This design comes from an exercise in tuning for small area, a short achievable clock period and few clock cycles on the open sky130 flow, not from production work. The RTL was checked by simulation tests, not by an equivalence proof against the original design.

==> flow/design.v <==
package mips_pkg;
	typedef logic [32-1:0] word_t;
	typedef logic [5-1:0] reg_addr_t;
	localparam logic [5:0] OP_R_TYPE = 6'h00;
	localparam logic [5:0] OP_BEQ    = 6'h04;
	localparam logic [5:0] OP_ADDIU  = 6'h09;
	localparam logic [5:0] OP_LW     = 6'h23;
	localparam logic [5:0] OP_SW     = 6'h2b;
	localparam logic [5:0] FN_ADDU = 6'h21;
	localparam logic [5:0] FN_SUBU = 6'h23;
	localparam logic [5:0] FN_AND  = 6'h24;
	localparam logic [5:0] FN_OR   = 6'h25;
	localparam logic [5:0] FN_SLT  = 6'h2a;
endpackage
`timescale 1ns/1ps
module reg_file (
	input  logic        clock,
	input  logic        rst_n,
	input  logic [4:0]  rs_addr,
	input  logic [4:0]  rt_addr,
	output logic [31:0] rs_value,
	output logic [31:0] rt_value,
	input  logic        wr_en,       
	input  logic [4:0]  wr_addr,
	input  logic [31:0] wr_value
);
	logic [31:0] regs [1:31];
	logic [31:1] valid;
	logic [31:0] rs_raw;
	logic [31:0] rt_raw;
	logic        rs_ok;
	logic        rt_ok;
	always_comb begin
		rs_raw = '0;
		rt_raw = '0;
		rs_ok  = 1'b0;
		rt_ok  = 1'b0;
		for (int i = 1; i < 32; i++) begin
			if (rs_addr == i[4:0]) begin
				rs_raw = regs[i];
				rs_ok  = valid[i];
			end
			if (rt_addr == i[4:0]) begin
				rt_raw = regs[i];
				rt_ok  = valid[i];
			end
		end
	end
	assign rs_value = (wr_en && wr_addr == rs_addr) ? wr_value : (rs_ok ? rs_raw : '0);
	assign rt_value = (wr_en && wr_addr == rt_addr) ? wr_value : (rt_ok ? rt_raw : '0);
	always_ff @(posedge clock) begin
		if (!rst_n) begin
			valid <= '0;
		end else begin
			for (int i = 1; i < 32; i++) begin
				if (wr_en && wr_addr == i[4:0]) begin
					valid[i] <= 1'b1;
				end
			end
		end
	end
	always_ff @(posedge clock) begin
		for (int i = 1; i < 32; i++) begin
			if (wr_en && wr_addr == i[4:0]) begin
				regs[i] <= wr_value;
			end
		end
	end
endmodule
`timescale 1ns/1ps
module exe_stage (
	input  logic [31:0] rs_value,
	input  logic [31:0] rt_value,
	input  logic [15:0] imm,
	input  logic        fwd_a,
	input  logic        fwd_b,
	input  logic [31:0] mem_result,
	input  logic        use_imm,
	input  logic        op_sub,
	input  logic        op_and,
	input  logic        op_or,
	input  logic        op_slt,
	output logic [31:0] result,
	output logic [31:0] store_data,
	output logic        equal
);
	logic [31:0] op_a;
	logic [31:0] rt_fwd;
	logic [31:0] op_b;
	logic [31:0] sum;
	logic        less;
	assign op_a   = fwd_a ? mem_result : rs_value;
	assign rt_fwd = fwd_b ? mem_result : rt_value;
	assign op_b   = use_imm ? {{16{imm[15]}}, imm} : rt_fwd;
	assign sum  = op_sub ? (op_a - op_b) : (op_a + op_b);
	assign less = (op_a[31] ^ op_b[31]) ? op_a[31] : sum[31];
	always_comb begin
		if (op_and)      result = op_a & op_b;
		else if (op_or)  result = op_a | op_b;
		else if (op_slt) result = {31'd0, less};
		else             result = sum;
	end
	assign store_data = rt_fwd;
	assign equal      = (op_a == rt_fwd);
endmodule
`timescale 1ns/1ps
module mips_core (
	input  logic  clock,
	input  logic  rst_n,
	output mips_pkg::word_t instruction_addr,
	input  mips_pkg::word_t instruction,
	output mips_pkg::word_t data_addr,
	output mips_pkg::word_t data_wr,
	output logic  mem_read,
	output logic  mem_write,
	input  mips_pkg::word_t data_rd
);
	logic [29:0] pc;             
	logic [31:0] ex_rs_value;
	logic [31:0] ex_rt_value;
	logic [15:0] ex_imm;
	logic [4:0]  ex_dest;
	logic        ex_reg_write;   
	logic        ex_mem_read;
	logic        ex_mem_write;
	logic        ex_branch;      
	logic        ex_use_imm;
	logic        ex_sub;
	logic        ex_and;
	logic        ex_or;
	logic        ex_slt;
	logic        ex_fwd_a;
	logic        ex_fwd_b;
	logic [31:0] mem_result;
	logic [31:0] mem_store;
	logic [4:0]  mem_dest;
	logic        mem_reg_write;
	logic        mem_rd;
	logic        mem_wr;
	logic [5:0]  opcode;
	logic [5:0]  funct;
	logic [4:0]  rs_addr;
	logic [4:0]  rt_addr;
	logic [4:0]  rd_addr;
	logic [15:0] imm;
	logic        is_r;
	logic        is_addu, is_subu, is_and, is_or, is_slt;
	logic        is_addiu, is_lw, is_sw, is_beq;
	logic        r_valid;
	logic        uncond;
	logic [4:0]  dest;
	logic        reg_write;
	logic        use_rs;
	logic        use_rt;
	logic        load_use;
	logic        stall;
	logic        redirect;
	logic [29:0] pc_next;
	logic [29:0] pc_plus1;
	logic [29:0] pc_jump;
	logic [29:0] ex_target;
	logic [31:0] rs_value;
	logic [31:0] rt_value;
	logic [31:0] wb_value;
	logic [31:0] ex_result;
	logic [31:0] ex_store;
	logic        ex_equal;
	assign instruction_addr = {pc, 2'b00};
	assign opcode  = instruction[31:26];
	assign rs_addr = instruction[25:21];
	assign rt_addr = instruction[20:16];
	assign rd_addr = instruction[15:11];
	assign funct   = instruction[5:0];
	assign imm     = instruction[15:0];
	assign is_r     = (opcode == mips_pkg::OP_R_TYPE);
	assign is_addu  = is_r && (funct == mips_pkg::FN_ADDU);
	assign is_subu  = is_r && (funct == mips_pkg::FN_SUBU);
	assign is_and   = is_r && (funct == mips_pkg::FN_AND);
	assign is_or    = is_r && (funct == mips_pkg::FN_OR);
	assign is_slt   = is_r && (funct == mips_pkg::FN_SLT);
	assign r_valid  = is_addu || is_subu || is_and || is_or || is_slt;
	assign is_addiu = (opcode == mips_pkg::OP_ADDIU);
	assign is_lw    = (opcode == mips_pkg::OP_LW);
	assign is_sw    = (opcode == mips_pkg::OP_SW);
	assign is_beq   = (opcode == mips_pkg::OP_BEQ);
	assign uncond   = is_beq && (rs_addr == rt_addr);
	assign dest      = is_r ? rd_addr : rt_addr;
	assign reg_write = (r_valid || is_addiu || is_lw) && (dest != 5'd0);
	assign use_rs    = r_valid || is_addiu || is_lw || is_sw || (is_beq && !uncond);
	assign use_rt    = r_valid || is_sw || (is_beq && !uncond);
	assign load_use = ex_mem_read &&
		((use_rs && ex_dest == rs_addr) || (use_rt && ex_dest == rt_addr));
	assign redirect = ex_branch && ex_equal;
	assign stall    = load_use;
	assign wb_value = mem_rd ? data_rd : mem_result;
	reg_file u_reg_file (
		.clock    (clock),
		.rst_n    (rst_n),
		.rs_addr  (rs_addr),
		.rt_addr  (rt_addr),
		.rs_value (rs_value),
		.rt_value (rt_value),
		.wr_en    (mem_reg_write),
		.wr_addr  (mem_dest),
		.wr_value (wb_value)
	);
	assign pc_plus1 = pc + 30'd1;
	assign pc_jump  = pc_plus1 + {{14{imm[15]}}, imm};
	assign ex_target = pc + {{14{ex_imm[15]}}, ex_imm};
	always_comb begin
		if (redirect)    pc_next = ex_target;
		else if (stall)  pc_next = pc;
		else if (uncond) pc_next = pc_jump;
		else             pc_next = pc_plus1;
	end
	always_ff @(posedge clock) begin
		if (!rst_n) pc <= '0;
		else        pc <= pc_next;
	end
	logic issue;
	assign issue = !redirect && !stall;
	always_ff @(posedge clock) begin
		if (!rst_n || !issue) begin
			ex_reg_write <= 1'b0;
			ex_mem_read  <= 1'b0;
			ex_mem_write <= 1'b0;
			ex_branch    <= 1'b0;
		end else begin
			ex_reg_write <= reg_write;
			ex_mem_read  <= is_lw;
			ex_mem_write <= is_sw;
			ex_branch    <= is_beq && !uncond;
		end
	end
	always_ff @(posedge clock) begin
		ex_rs_value <= rs_value;
		ex_rt_value <= rt_value;
		ex_imm      <= imm;
		ex_dest     <= dest;
		ex_use_imm  <= is_addiu || is_lw || is_sw;
		ex_sub      <= is_subu || is_slt;
		ex_and      <= is_and;
		ex_or       <= is_or;
		ex_slt      <= is_slt;
		ex_fwd_a    <= ex_reg_write && (ex_dest == rs_addr);
		ex_fwd_b    <= ex_reg_write && (ex_dest == rt_addr);
	end
	exe_stage u_exe (
		.rs_value   (ex_rs_value),
		.rt_value   (ex_rt_value),
		.imm        (ex_imm),
		.fwd_a      (ex_fwd_a),
		.fwd_b      (ex_fwd_b),
		.mem_result (mem_result),
		.use_imm    (ex_use_imm),
		.op_sub     (ex_sub),
		.op_and     (ex_and),
		.op_or      (ex_or),
		.op_slt     (ex_slt),
		.result     (ex_result),
		.store_data (ex_store),
		.equal      (ex_equal)
	);
	always_ff @(posedge clock) begin
		if (!rst_n) begin
			mem_reg_write <= 1'b0;
			mem_rd        <= 1'b0;
			mem_wr        <= 1'b0;
		end else begin
			mem_reg_write <= ex_reg_write;
			mem_rd        <= ex_mem_read;
			mem_wr        <= ex_mem_write;
		end
	end
	always_ff @(posedge clock) begin
		mem_result <= ex_result;
		mem_store  <= ex_store;
		mem_dest   <= ex_dest;
	end
	assign data_addr = mem_result;
	assign data_wr   = mem_store;
	assign mem_read  = mem_rd;
	assign mem_write = mem_wr;
endmodule
export LEC_CHECK = 0
export CAP_MARGIN = 20
export CORE_MARGIN = 2
export CORE_UTILIZATION = 40
export SETUP_SLACK_MARGIN = 3.5
export SLEW_MARGIN = 20
create_clock -name core_clock -period 7.0 [get_ports {clock}]
run.sh (not shown) runs the stock make flow with config.mk's settings and CLKGATE_MAP_FILE= SYNTH_SCRIPT=/design/flow/synth_recipe.tcl, a recipe that flattens the netlist after the stock synthesis.
The first run completed without violations.
Testbench counts at the start, summed over its fixed seeds: cycles 29,603.
Next try:
SETUP_SLACK_MARGIN = default   (was 3.5)
After rerunning:
- core utilization goes down by 2.6 points
- worst setup slack gets worse by 1.3 ns
- final cell count shrinks by 3.1%
- fmax shrinks by 22%
- die area does not change
- sequential share of layout area increases by 2.6 points
- sequential cell count is unchanged
- clock skew fell by 0.0084 ns
- final area falls by 5.3%
- synthesized cell count is unchanged

## run 1
mips_core, a different RTL version from the one above (not shown whole).
Size: about 4500 cells after synthesis, ~1200 flip-flops, about 160 I/O pins, ~0.057 mm^2 of cells after synthesis.
clock: 7.0 ns
lec_check: 0
cap_margin: 20
core_margin: 2
core_utilization: 40
cts_cluster_diameter: 100
cts_cluster_size: 20
setup_slack_margin: 4.0
slew_margin: 20
tns_end_percent: 0
Run 1 reached the end of the flow, and the finished layout is clean on the timing, DRC and antenna checks.
Testbench counts of run 1, summed over its fixed seeds: cycles 29,603.
> inputs changed (run 1 -> run 2)
==> flow/flow/run.sh (new file) <==
#!/bin/bash
set -euo pipefail

# The platform's own don't-use cells, then the delay cells
DONT_USE="sky130_fd_sc_hd__probe_p_8 sky130_fd_sc_hd__probec_p_8 sky130_fd_sc_hd__lpflow_bleeder_1 sky130_fd_sc_hd__lpflow_clkbufkapwr_1 sky130_fd_sc_hd__lpflow_clkbufkapwr_16 sky130_fd_sc_hd__lpflow_clkbufkapwr_2 sky130_fd_sc_hd__lpflow_clkbufkapwr_4 sky130_fd_sc_hd__lpflow_clkbufkapwr_8 sky130_fd_sc_hd__lpflow_clkinvkapwr_1 sky130_fd_sc_hd__lpflow_clkinvkapwr_16 sky130_fd_sc_hd__lpflow_clkinvkapwr_2 sky130_fd_sc_hd__lpflow_clkinvkapwr_4 sky130_fd_sc_hd__lpflow_clkinvkapwr_8 sky130_fd_sc_hd__lpflow_decapkapwr_12 sky130_fd_sc_hd__lpflow_decapkapwr_3 sky130_fd_sc_hd__lpflow_decapkapwr_4 sky130_fd_sc_hd__lpflow_decapkapwr_6 sky130_fd_sc_hd__lpflow_decapkapwr_8 sky130_fd_sc_hd__lpflow_inputiso0n_1 sky130_fd_sc_hd__lpflow_inputiso0p_1 sky130_fd_sc_hd__lpflow_inputiso1n_1 sky130_fd_sc_hd__lpflow_inputiso1p_1 sky130_fd_sc_hd__lpflow_inputisolatch_1 sky130_fd_sc_hd__lpflow_isobufsrc_1 sky130_fd_sc_hd__lpflow_isobufsrc_16 sky130_fd_sc_hd__lpflow_isobufsrc_2 sky130_fd_sc_hd__lpflow_isobufsrc_4 sky130_fd_sc_hd__lpflow_isobufsrc_8 sky130_fd_sc_hd__lpflow_isobufsrckapwr_16 sky130_fd_sc_hd__lpflow_lsbuf_lh_hl_isowell_tap_1 sky130_fd_sc_hd__lpflow_lsbuf_lh_hl_isowell_tap_2 sky130_fd_sc_hd__lpflow_lsbuf_lh_hl_isowell_tap_4 sky130_fd_sc_hd__lpflow_lsbuf_lh_isowell_4 sky130_fd_sc_hd__lpflow_lsbuf_lh_isowell_tap_1 sky130_fd_sc_hd__lpflow_lsbuf_lh_isowell_tap_2 sky130_fd_sc_hd__lpflow_lsbuf_lh_isowell_tap_4  sky130_fd_sc_hd__clkdlybuf4s15_1 sky130_fd_sc_hd__clkdlybuf4s15_2 sky130_fd_sc_hd__clkdlybuf4s18_1 sky130_fd_sc_hd__clkdlybuf4s18_2 sky130_fd_sc_hd__clkdlybuf4s25_1 sky130_fd_sc_hd__clkdlybuf4s25_2 sky130_fd_sc_hd__clkdlybuf4s50_1 sky130_fd_sc_hd__clkdlybuf4s50_2 sky130_fd_sc_hd__dlygate4sd1_1 sky130_fd_sc_hd__dlygate4sd2_1 sky130_fd_sc_hd__dlygate4sd3_1 sky130_fd_sc_hd__dlymetal6s2s_1 sky130_fd_sc_hd__dlymetal6s4s_1 sky130_fd_sc_hd__dlymetal6s6s_1"

bash standard.sh "DONT_USE_CELLS=$DONT_USE" finish > standard_flow.log 2>&1
test -s out/final.def
==> flow/standard.sh (new file) <==
#!/bin/bash
# synth_recipe.tcl (not shown) runs the flow's synth.tcl, then flattens the netlist and writes it again
# the make line also repeats each setting of config.mk as NAME=value (left out here)
make -C /OpenROAD-flow-scripts/flow DESIGN_CONFIG=/design/flow/config.mk WORK_HOME=/design/flow/orfs CLKGATE_MAP_FILE= SYNTH_SCRIPT=/design/flow/synth_recipe.tcl "${@:-finish}"
removed: flow/run.sh
Findings:
On adder and majority cell fraction of the synthesized area, run 2 and run 1 are basically level. Post-route fraction of the period consumed by the critical path on run 2 is up relative to run 1. [compare] base=run 1 new=run 2: end-of-flow core utilization down 2.0 points; number of cells in the finished layout apart from fillers down 1.2%. Diff run 1 -> run 2: initial antenna violation count has increased, remaining max-slew budget at the tightest pin has decreased, post-synthesis simple-gate area fraction has remained practically unchanged, total iterations of the first detailed-routing run has decreased.

static timing again, ports no longer ideal:
Ports are ideal in the flow. The routed layouts listed here were re-timed in OpenROAD. Step 1 sets driving cells, clkbuf_16 on the clock port and buf_2 on the other inputs (assumed; they add their load-dependent delay and slew). Step 2 times the ports against the registers' clock, not the clock port: input delays grow and output delays shrink by t, the midpoint of the rising clock arrivals with the driver on. a / b / c = no drivers / after step 1 / after step 2; a / b = the first two.
| run | t (ns) | setup WS [ns] | worst slew at a driven data input, ns | pins driven straight from the clock port |
|---|---|---|---|---|
| the first run of note 1 | 0.847 | 2.573 / 2.573 / 2.426 | 0.13 | 1 |
| the second run of note 1 | 0.841 | 1.290 / 1.290 / 0.868 | 0.13 | 1 |
| run 1 | 0.807 | 3.173 / 3.229 / 2.422 | 0.10 | 1 |
| run 2 | 0.788 | 3.079 / 3.081 / 2.293 | 0.10 | 1 |
After both steps setup and hold are still met in every run listed. The setup slack of run 2, which loses most, moves by +0.002 ns with the drivers and by -0.786 ns with both steps.
